This is an optimization exercise on Yosys and OpenROAD, whose aim is small area, not a production implementation.
In this exercise RTL edits were held to simulation tests only and were not proved equivalent to the original.

<file path="run.sh">
#!/bin/bash
# synth_recipe.tcl (not shown) runs the flow's synth.tcl, then flattens the netlist and writes it again
# the make line also repeats each setting of config.mk as NAME=value (left out here)
make -C /OpenROAD-flow-scripts/flow DESIGN_CONFIG=/design/flow/config.mk WORK_HOME=/design/flow/orfs CLKGATE_MAP_FILE= SYNTH_SCRIPT=/design/flow/synth_recipe.tcl finish
</file>
<file path="config.mk">
export PLATFORM = sky130hd
export DESIGN_NAME = pill_box_top
export DESIGN_NICKNAME = pill_box_top
export VERILOG_FILES = /design/flow/design.v
export SDC_FILE = /design/flow/constraint.sdc
export NUM_CORES = 4
export LEC_CHECK = 0
export CAP_MARGIN = 20
export CORE_MARGIN = 2
export CORE_UTILIZATION = 40
export SLEW_MARGIN = 20
</file>
<file path="constraint.sdc">
create_clock -name core_clock -period 10.0 [get_ports {clk}]
set_input_delay 2.0000 -clock core_clock [delete_from_list [all_inputs] [get_ports {clk}]]
set_output_delay 2.0000 -clock core_clock [all_outputs]
set_load 0.01 [all_outputs]
</file>
<file path="design.v">
package pill_box_pkg;
	typedef logic [7:0] hms_val_t;       
	typedef struct packed {
		hms_val_t hour;
		hms_val_t min;
		hms_val_t sec;
	} hms_t;
	typedef logic [3:0] bcd_digit_t;
	typedef logic [4:0] key_code_t;      
	typedef logic [15:0] key_evt_t;      
	localparam int KEY_FIELD = 0;
	localparam int KEY_UP    = 1;
	localparam int KEY_DOWN  = 2;
	localparam int KEY_MODE  = 3;
	localparam int KEY_SLOT  = 4;
	localparam int KEY_ACK   = 5;
	typedef enum logic [1:0] {
		MODE_TIME,
		MODE_BOX1,
		MODE_BOX2,
		MODE_BOX3
	} menu_mode_t;
	typedef enum logic [2:0] {
		FIELD_NONE,
		FIELD_HOUR,
		FIELD_MIN,
		FIELD_SEC,
		FIELD_ENABLE
	} edit_field_t;
	typedef logic [1:0] slot_idx_t;
	localparam int NUM_BOXES     = 3;
	localparam int SLOTS_PER_BOX = 3;
	typedef struct packed {
		edit_field_t field;
		logic        up;
		logic        down;
	} adj_cmd_t;
	typedef struct packed {
		menu_mode_t mode;
		slot_idx_t  slot;
		logic       editing;     
	} slot_sel_t;
	localparam hms_val_t HOUR_MAX   = 8'd23;
	localparam hms_val_t MINSEC_MAX = 8'd59;
	function automatic hms_val_t step_val(hms_val_t v, hms_val_t max_v, logic up);
		if (up) begin
			step_val = (v == max_v) ? 8'd0 : v + 8'd1;
		end else begin
			step_val = (v == 8'd0) ? max_v : v - 8'd1;
		end
	endfunction
endpackage
module key_decoder (
	input  logic                    clk,
	input  logic                    rst_n,
	input  pill_box_pkg::key_code_t keyvalue,
	output pill_box_pkg::key_evt_t  key_evt
);
	pill_box_pkg::key_evt_t key_oh;      
	pill_box_pkg::key_evt_t key_d1;
	pill_box_pkg::key_evt_t key_d2;
	always_ff @(posedge clk or negedge rst_n) begin
		if (!rst_n) begin
			key_oh  <= '0;
			key_d1  <= '0;
			key_d2  <= '0;
			key_evt <= '0;
		end else begin
			if (!keyvalue[4]) begin
				key_oh <= pill_box_pkg::key_evt_t'(1) << keyvalue[3:0];
			end else begin
				key_oh <= '0;    
			end
			key_d1  <= key_oh;
			key_d2  <= key_d1;
			key_evt <= key_d1 & ~key_d2;     
		end
	end
endmodule
module menu_ctl (
	input  logic                     clk,
	input  logic                     rst_n,
	input  pill_box_pkg::key_evt_t   key_evt,
	output pill_box_pkg::adj_cmd_t   time_adj,
	output pill_box_pkg::adj_cmd_t   slot_adj,
	output logic                     hold,
	output pill_box_pkg::slot_sel_t  sel,
	output pill_box_pkg::menu_mode_t mode_out,
	output pill_box_pkg::slot_idx_t  index_out
);
	pill_box_pkg::menu_mode_t  mode;
	pill_box_pkg::menu_mode_t  mode_next;
	pill_box_pkg::edit_field_t field;
	pill_box_pkg::edit_field_t field_next;
	pill_box_pkg::slot_idx_t   slot;
	pill_box_pkg::adj_cmd_t    adj;
	logic                      editing;
	logic                      nav_ok;
	assign editing = (field != pill_box_pkg::FIELD_NONE);
	assign nav_ok = !editing && !key_evt[pill_box_pkg::KEY_UP] && !key_evt[pill_box_pkg::KEY_DOWN];
	always_comb begin
		case (field)
			pill_box_pkg::FIELD_NONE: field_next = pill_box_pkg::FIELD_HOUR;
			pill_box_pkg::FIELD_HOUR: field_next = pill_box_pkg::FIELD_MIN;
			pill_box_pkg::FIELD_MIN:  field_next = pill_box_pkg::FIELD_SEC;
			pill_box_pkg::FIELD_SEC: begin
				field_next = (mode == pill_box_pkg::MODE_TIME) ?
					pill_box_pkg::FIELD_NONE : pill_box_pkg::FIELD_ENABLE;
			end
			default: field_next = pill_box_pkg::FIELD_NONE;
		endcase
		case (mode)
			pill_box_pkg::MODE_TIME: mode_next = pill_box_pkg::MODE_BOX1;
			pill_box_pkg::MODE_BOX1: mode_next = pill_box_pkg::MODE_BOX2;
			pill_box_pkg::MODE_BOX2: mode_next = pill_box_pkg::MODE_BOX3;
			default:                 mode_next = pill_box_pkg::MODE_TIME;
		endcase
	end
	always_ff @(posedge clk or negedge rst_n) begin
		if (!rst_n) begin
			mode  <= pill_box_pkg::MODE_TIME;
			field <= pill_box_pkg::FIELD_NONE;
			slot  <= '0;
		end else if (key_evt[pill_box_pkg::KEY_FIELD]) begin
			field <= field_next;
		end else if (nav_ok && key_evt[pill_box_pkg::KEY_MODE]) begin
			mode <= mode_next;
			slot <= '0;
		end else if (nav_ok && key_evt[pill_box_pkg::KEY_SLOT] &&
				mode != pill_box_pkg::MODE_TIME) begin
			slot <= (slot == pill_box_pkg::slot_idx_t'(pill_box_pkg::SLOTS_PER_BOX - 1)) ?
				'0 : slot + 2'd1;
		end
	end
	always_comb begin
		adj       = '0;
		adj.field = field;
		adj.up    = editing && key_evt[pill_box_pkg::KEY_UP] &&
			!key_evt[pill_box_pkg::KEY_FIELD];
		adj.down  = editing && key_evt[pill_box_pkg::KEY_DOWN] &&
			!key_evt[pill_box_pkg::KEY_FIELD] && !key_evt[pill_box_pkg::KEY_UP];
	end
	assign time_adj  = (mode == pill_box_pkg::MODE_TIME) ? adj : '0;
	assign slot_adj  = (mode != pill_box_pkg::MODE_TIME) ? adj : '0;
	assign hold      = editing && (mode == pill_box_pkg::MODE_TIME);
	assign sel       = {mode, slot, editing};
	assign mode_out  = mode;
	assign index_out = slot;
endmodule
module rtc_clock #(
	parameter int TICKS_PER_SEC = 50_000_000
) (
	input  logic                   clk,
	input  logic                   rst_n,
	input  logic                   hold,
	input  pill_box_pkg::adj_cmd_t time_adj,
	output pill_box_pkg::hms_t     now,
	output logic                   new_second
);
	localparam int CNT_W = $clog2(TICKS_PER_SEC + 1);
	logic [CNT_W-1:0] presc;
	logic             tick;
	assign tick = !hold && (presc == CNT_W'(TICKS_PER_SEC - 1));
	always_ff @(posedge clk or negedge rst_n) begin
		if (!rst_n) begin
			presc      <= '0;
			new_second <= 1'b0;
		end else begin
			new_second <= tick;
			if (hold || tick) begin
				presc <= '0;
			end else begin
				presc <= presc + 1'b1;
			end
		end
	end
	always_ff @(posedge clk or negedge rst_n) begin
		if (!rst_n) begin
			now <= '0;
		end else if (time_adj.up || time_adj.down) begin
			case (time_adj.field)
				pill_box_pkg::FIELD_HOUR: now.hour <= pill_box_pkg::step_val(now.hour,
					pill_box_pkg::HOUR_MAX, time_adj.up);
				pill_box_pkg::FIELD_MIN:  now.min <= pill_box_pkg::step_val(now.min,
					pill_box_pkg::MINSEC_MAX, time_adj.up);
				pill_box_pkg::FIELD_SEC:  now.sec <= pill_box_pkg::step_val(now.sec,
					pill_box_pkg::MINSEC_MAX, time_adj.up);
				default: now <= now;
			endcase
		end else if (tick) begin
			now.sec <= pill_box_pkg::step_val(now.sec, pill_box_pkg::MINSEC_MAX, 1'b1);
			if (now.sec == pill_box_pkg::MINSEC_MAX) begin       
				now.min <= pill_box_pkg::step_val(now.min, pill_box_pkg::MINSEC_MAX, 1'b1);
				if (now.min == pill_box_pkg::MINSEC_MAX) begin
					now.hour <= pill_box_pkg::step_val(now.hour, pill_box_pkg::HOUR_MAX, 1'b1);
				end
			end
		end
	end
endmodule
module dose_schedule (
	input  logic                    clk,
	input  logic                    rst_n,
	input  pill_box_pkg::adj_cmd_t  slot_adj,
	input  pill_box_pkg::slot_sel_t sel,
	input  pill_box_pkg::key_evt_t  key_evt,
	input  pill_box_pkg::hms_t      now,
	input  logic                    new_second,
	output pill_box_pkg::hms_t      slot_view,
	output logic                    slot_on,
	output logic [pill_box_pkg::NUM_BOXES-1:0] alarm_box
);
	localparam int NSLOT = pill_box_pkg::NUM_BOXES * pill_box_pkg::SLOTS_PER_BOX;
	localparam int IDX_W = $clog2(NSLOT);
	logic [NSLOT-1:0][23:0] slot_time;
	logic [NSLOT-1:0]   slot_en;
	logic [NSLOT-1:0]   alarm_q;
	logic [IDX_W-1:0]   sel_idx;
	logic               edit_hit;
	always_comb begin
		sel_idx = '0;
		if (sel.mode != pill_box_pkg::MODE_TIME) begin
			sel_idx = (IDX_W'(sel.mode) - IDX_W'(1)) * IDX_W'(pill_box_pkg::SLOTS_PER_BOX) +
				IDX_W'(sel.slot);
		end
	end
	assign edit_hit  = sel.editing && (sel.mode != pill_box_pkg::MODE_TIME);
	assign slot_view = slot_time[sel_idx];
	assign slot_on   = slot_en[sel_idx];
	pill_box_pkg::hms_t edit_val;
	logic               edit_time_we;
	logic               edit_en_we;
	always_comb begin
		edit_val     = slot_view;
		edit_time_we = 1'b0;
		edit_en_we   = 1'b0;
		if (slot_adj.up || slot_adj.down) begin
			case (slot_adj.field)
				pill_box_pkg::FIELD_HOUR: begin
					edit_val.hour = pill_box_pkg::step_val(slot_view.hour, pill_box_pkg::HOUR_MAX,
						slot_adj.up);
					edit_time_we  = 1'b1;
				end
				pill_box_pkg::FIELD_MIN: begin
					edit_val.min = pill_box_pkg::step_val(slot_view.min, pill_box_pkg::MINSEC_MAX,
						slot_adj.up);
					edit_time_we = 1'b1;
				end
				pill_box_pkg::FIELD_SEC: begin
					edit_val.sec = pill_box_pkg::step_val(slot_view.sec, pill_box_pkg::MINSEC_MAX,
						slot_adj.up);
					edit_time_we = 1'b1;
				end
				pill_box_pkg::FIELD_ENABLE: edit_en_we = 1'b1;   
				default: ;
			endcase
		end
	end
	always_ff @(posedge clk or negedge rst_n) begin
		if (!rst_n) begin
			slot_time <= '0;
			slot_en   <= '0;
		end else begin
			for (int i = 0; i < NSLOT; i++) begin
				if (edit_time_we && sel_idx == IDX_W'(i)) begin
					slot_time[i] <= edit_val;
				end
				if (edit_en_we && sel_idx == IDX_W'(i)) begin
					slot_en[i] <= !slot_on;
				end
			end
		end
	end
	always_ff @(posedge clk or negedge rst_n) begin
		if (!rst_n) begin
			alarm_q <= '0;
		end else if (key_evt[pill_box_pkg::KEY_ACK]) begin
			alarm_q <= '0;   
		end else if (new_second) begin
			for (int i = 0; i < NSLOT; i++) begin
				if (slot_en[i] && slot_time[i] == now &&
						!(edit_hit && sel_idx == IDX_W'(i))) begin
					alarm_q[i] <= 1'b1;
				end
			end
		end
	end
	always_comb begin
		for (int b = 0; b < pill_box_pkg::NUM_BOXES; b++) begin
			alarm_box[b] = |alarm_q[b*pill_box_pkg::SLOTS_PER_BOX +: pill_box_pkg::SLOTS_PER_BOX];
		end
	end
endmodule
module alarm_beeper #(
	parameter int TONE_DIV = 50_000
) (
	input  logic                               clk,
	input  logic                               rst_n,
	input  logic [pill_box_pkg::NUM_BOXES-1:0] alarm_box,
	output logic                               beep
);
	localparam int DIV_W = $clog2(TONE_DIV + 1);
	logic [DIV_W-1:0] div_cnt;
	logic             tone;      
	always_ff @(posedge clk or negedge rst_n) begin
		if (!rst_n) begin
			div_cnt <= '0;
			tone    <= 1'b0;
		end else if (div_cnt == DIV_W'(TONE_DIV - 1)) begin
			div_cnt <= '0;
			tone    <= ~tone;
		end else begin
			div_cnt <= div_cnt + 1'b1;
		end
	end
	assign beep = ~(tone & |alarm_box);      
endmodule
module display_fmt (
	input  logic                    clk,
	input  logic                    rst_n,
	input  pill_box_pkg::hms_t      now,
	input  pill_box_pkg::slot_sel_t sel,
	input  pill_box_pkg::hms_t      slot_view,
	input  logic                    slot_on,
	output logic [23:0]             time_din,
	output logic [27:0]             pill_box_din
);
	function automatic logic [7:0] to_bcd(pill_box_pkg::hms_val_t v);
		pill_box_pkg::bcd_digit_t tens;
		pill_box_pkg::bcd_digit_t ones;
		tens = pill_box_pkg::bcd_digit_t'(v / 8'd10);
		ones = pill_box_pkg::bcd_digit_t'(v % 8'd10);
		to_bcd = {tens, ones};
	endfunction
	function automatic logic [23:0] hms_bcd(pill_box_pkg::hms_t t);
		hms_bcd = {to_bcd(t.hour), to_bcd(t.min), to_bcd(t.sec)};
	endfunction
	always_ff @(posedge clk or negedge rst_n) begin
		if (!rst_n) begin
			time_din     <= '0;
			pill_box_din <= '0;
		end else begin
			time_din <= hms_bcd(now);
			if (sel.mode == pill_box_pkg::MODE_TIME) begin
				pill_box_din <= 28'h0FFFFFF;     
			end else begin
				pill_box_din <= {hms_bcd(slot_view), 3'b000, slot_on};
			end
		end
	end
endmodule
module pill_box_top #(
	parameter int TICKS_PER_SEC = 32_768,
	parameter int TONE_DIV      = 8
) (
	input  logic                               clk,
	input  logic                               rst_n,
	input  pill_box_pkg::key_code_t            keyvalue,
	output logic [23:0]                        time_din,
	output logic [27:0]                        pill_box_din,
	output logic                               beep,
	output logic [pill_box_pkg::NUM_BOXES-1:0] alarm_box,
	output pill_box_pkg::menu_mode_t           mode_out,
	output pill_box_pkg::slot_idx_t            index_out
);
	pill_box_pkg::key_evt_t    key_evt;
	pill_box_pkg::adj_cmd_t    time_adj;
	pill_box_pkg::adj_cmd_t    slot_adj;
	logic                      hold;
	pill_box_pkg::slot_sel_t   sel;
	pill_box_pkg::hms_t        now;
	logic                      new_second;
	pill_box_pkg::hms_t        slot_view;
	logic                      slot_on;
	key_decoder key_decoder_i (
		.clk      (clk),
		.rst_n    (rst_n),
		.keyvalue (keyvalue),
		.key_evt  (key_evt)
	);
	menu_ctl menu_ctl_i (
		.clk       (clk),
		.rst_n     (rst_n),
		.key_evt   (key_evt),
		.time_adj  (time_adj),
		.slot_adj  (slot_adj),
		.hold      (hold),
		.sel       (sel),
		.mode_out  (mode_out),
		.index_out (index_out)
	);
	rtc_clock #(
		.TICKS_PER_SEC (TICKS_PER_SEC)
	) rtc_clock_i (
		.clk        (clk),
		.rst_n      (rst_n),
		.hold       (hold),
		.time_adj   (time_adj),
		.now        (now),
		.new_second (new_second)
	);
	dose_schedule dose_schedule_i (
		.clk        (clk),
		.rst_n      (rst_n),
		.slot_adj   (slot_adj),
		.sel        (sel),
		.key_evt    (key_evt),
		.now        (now),
		.new_second (new_second),
		.slot_view  (slot_view),
		.slot_on    (slot_on),
		.alarm_box  (alarm_box)
	);
	alarm_beeper #(
		.TONE_DIV (TONE_DIV)
	) alarm_beeper_i (
		.clk       (clk),
		.rst_n     (rst_n),
		.alarm_box (alarm_box),
		.beep      (beep)
	);
	display_fmt display_fmt_i (
		.clk          (clk),
		.rst_n        (rst_n),
		.now          (now),
		.sel          (sel),
		.slot_view    (slot_view),
		.slot_on      (slot_on),
		.time_din     (time_din),
		.pill_box_din (pill_box_din)
	);
endmodule
</file>
==> flow_summary.toml <==
[floorplanning]
io_pins = 67
die_area_mm2 = 0.0606
die_y_um = 246
rows = 88
start_util = 0.406
core_area_mm2 = 0.0578
die_w_um = 246

[routing]
dr.pass1.iters = 6
drtIter0Drc = 2103
drtAntennaViolNets = 0
dr_total_vias = 19610
routed_wl_um = 74700
drc_errors = 0
wire_per_inst_um = 22.9
vias_per_cell = 6.02

[worst_setup_path]
worstSetupPathType = "reg2reg"
slowest_delay_ns = 0.71
required_ns = 10.42
cp_slowest_cell = "or3b_1"
crit_chain = "inv_1, ha_2, buf_4, inv_2, ha_1, or3b_1, o211ai_1, inv_1, ha_1, nand3_2, a21oi_1, a211o_1, o211a_1, a211oi_4, nor2_1, a2111oi_1, o21ai_1"
crit_arrival_ns = 6.86
rrSetupSlack_ns = 3.56
critPathLaunchType = "register"
cp_max_fo = 65
crit_path_end_kind = "register"

[logic_synthesis]
synth_edf_count = 0
synth_ff_type = "dfrtp_1"
synth-seq-cells = 361
avgSynthCellArea_um2 = 9.49
synth_area_mm2 = 0.0235
ys_types = 111
syn_nets = 2516
async_reset_ff_frac = 1.00
synthCells = 2472
ys_seq_area_frac = 0.385
ys_warn_count = 6

[run]
max_cap_viol_count = 0

[placed_design]
port_buffers = 66
gp_congestion = 0.938
place_hpwl_um = 53400

[final_layout]
synthToLayoutAreaGrowth_pct = 11.4
nFillCells = 5450
layout-drive-gt1-share = 0.154
diodes = 0
fin_nets = 2503

[clocking]
cts_tree = "built"
cts_sinks = 361
clk_latency_ns = 0.59
cts_root_buffer = "clkbuf_16"
ctsResizeCount = 0
cts_max_level = 2
clkSlewWorstSetupHoldPaths_ns = 0.06
cts_made_buffers = 43
cts.path.max_buffers = 3
hold_buffers = 0
post_cts_buffers = 0

[pwr]
power_mw = 6.09
p_leak_nw = 11.0
powerDensity_mw_per_mm2 = 233
vdd_drop_max_mv = 0.122

[timing]
final_max_slew_viol_count = 0
setup_violations = 0
period_share = 0.644
min_period_ns = 6.44
rsz0062_at_grt = "false"
setup_tns_ns = 0
tightest_slew_ns = 1.15
max_freq_mhz = 155
clock_skew_ns = 0.0300
finalHoldViolCount = 0
max_slew_margin = 0.235

[min_path]
hold_path.class = "reg2reg"

[global_route]
antenna_found_initial = 1
overflow = 0
grt_pass1_vias = 18739
track_usage = 0.248
grt_pass1_wl_um = 117000
grt_max_degree = 113

[outcome]
status = "complete, no violations"
## flip-flops by register name, indices dropped and copies added (netlist names)
register and cells:
menu_ctl_i.slot 2, key_decoder_i.key_d2 6, alarm_beeper_i.div_cnt 4, key_decoder_i.key_oh 6, display_fmt_i.time_din 24, rtc_clock_i.now 24, alarm_beeper_i.tone 1, dose_schedule_i.slot_en 9
dose_schedule_i.alarm_q 9, menu_ctl_i.field 3, menu_ctl_i.mode 2, key_decoder_i.key_evt 6, rtc_clock_i.new_second 1, key_decoder_i.key_d1 6, dose_schedule_i.slot_time 216, rtc_clock_i.presc 16
display_fmt_i.pill_box_din 26
## final cells by class
class | instances | area [um^2] | area share
multi-input combinational | 1883 | 13300 | 0.510
sequential | 361 | 9030 | 0.345
clock buffer | 62 | 1260 | 0.0481
timing repair buffer | 128 | 1130 | 0.0432
tap | 765 | 957 | 0.0366
clock inverter | 17 | 280 | 0.0107
inverter | 42 | 158 | 0.00603
## worst max-delay path, delay by kind of cell, from the launching register on
kind / cells / cell delay (ns)
AOI/OAI and AO/OA: 7 / 1.98
DFF: 1 / 0.41
adders and majority gates: 3 / 1.15
buffers and inverters: 4 / 1.72
and+or+nand+nor: 3 / 0.99
## path summary, 6_finish.rpt
check                                        start                              to  depth (start not counted)
hold / removal             key_decoder_i.key_oh[2]         key_decoder_i.key_d1[2]                          0
setup reg to reg                menu_ctl_i.mode[0]  display_fmt_i.pill_box_din[21]                         17
min in group asynchronous                    rst_n      display_fmt_i.time_din[20]                          1
max in group asynchronous                    rst_n            rtc_clock_i.presc[1]                          3
setup / recovery                menu_ctl_i.mode[0]  display_fmt_i.pill_box_din[21]                         17
hold reg to reg            key_decoder_i.key_oh[2]         key_decoder_i.key_d1[2]                          0
## report_power, final
part	switching, mW	internal (mW)	total, mW
combinational	1.72	0.956	2.68
clock	0.672	1.06	1.73
sequential	0.0984	1.59	1.68
total	2.49	3.60	6.09
## placed cells by master (no fill, tap or decap), types with 27 or more instances in the layout
cell / instances
nor3_1: 47
a31oi_1: 27
clkbuf_16: 43
xor2_1: 53
buf_4: 62
nand4_1: 49
xnor2_1: 219
nor2_1: 171
inv_1: 39
nand3_1: 76
ha_1: 33
dfrtp_1: 360
nor4_1: 27
a21oi_1: 145
mux2i_1: 66
mux2_2: 146
nand2_1: 214
clkdlybuf4s50_1: 65
o21ai_0: 132
and3_1: 27
## per-stage QoR
step	area, um^2	hold slack, ns	std cells	util	setup WS [ns]
detailed placement	24600	0.336	3178	0.426	3.63
global placement	24600	0.332	3177	0.426	3.89
CTS	26100	0.349	3257	0.452	3.58
finish	26200	0.346	3258	0.452	3.56
floorplan	23500	0.331	2472	-	4.79
global route	26200	0.357	3258	0.452	3.19
## metal layers
metal / track usage / up-vias / wire (um)
li1: - / 8919 / -
met3: 0.0448 / 149 / 5630
met2: 0.380 / 814 / 33500
met5: 0 / - / 18
met4: 0.0984 / 2 / 3070
met1: 0.345 / 9726 / 32500
## kinds of logic after synthesis
family	after synthesis	synth area share
AND/OR/NAND/NOR	751	0.160
XOR/XNOR	274	0.103
buffers and inverters	228	0.0488
adder cells (fa/ha/maj)	43	0.0227
flip-flops	361	0.385
AO/OA/AOI/OAI	602	0.182
multiplexers	213	0.0987
## synth_stat cells, types with 6 or more instances
library cell	instances	area share
a221oi_2	10	0.0064
dfrtp_1	361	0.38
a311oi_1	6	0.0022
o31ai_1	13	0.0042
o21ai_0	132	0.028
a31oi_1	27	0.0072
buf_6	14	0.0067
a22o_1	12	0.0045
inv_1	39	0.0062
buf_1	28	0.0045
buf_4	19	0.0061
buf_2	37	0.0079
a21o_1	7	0.0022
nor2b_1	20	0.0053
or3_1	15	0.0040
nand3_1	76	0.016
nand2_1	214	0.034
o21a_1	7	0.0022
a21oi_2	8	0.0030
a21oi_1	145	0.031
a221o_1	11	0.0047
ha_1	36	0.019
nor3_1	48	0.010
xnor2_1	219	0.082
o32ai_1	10	0.0037
a22oi_1	17	0.0054
mux2i_1	66	0.028
o211ai_1	16	0.0051
a221oi_1	10	0.0037
and2_1	11	0.0029
a211oi_1	15	0.0048
nand4_1	49	0.013
o221ai_1	23	0.0086
clkbuf_1	83	0.013
nand2b_1	19	0.0051
nor3b_1	25	0.0080
or2_2	6	0.0016
xor2_1	53	0.020
and3_1	27	0.0072
a32oi_1	6	0.0022
o21ai_1	20	0.0043
mux2_2	146	0.070
nor4_1	28	0.0075
o22ai_1	19	0.0051
nor2_1	174	0.028

[what the ideal ports hide]
In the flow no input, the clock included, has a driving cell. The finished layout below was timed again as built, in two steps.
Step 1 assumes that a clkbuf_16 drives the clock port and a buf_2 every other input.
Step 2 also shifts input and output timing later by t, the mid clock arrival at the registers, as if the neighbouring blocks saw the same clock.
Three values: no drivers, after step 1, after step 2; two values: the first two.
shift t [ns]: 0.637
slack for setup (ns): 3.561 / 3.561 / 3.561
worst hold slack (ns): 0.346 / 0.346 / 0.346
worst setup path after step 2: register to register
slew at the worst register clock pin (ns): 0.07 / 0.07
After both steps this run still meets setup and hold. For this run, drivers alone change the setup slack by 0.000 ns; drivers and shift together by 0.000 ns.
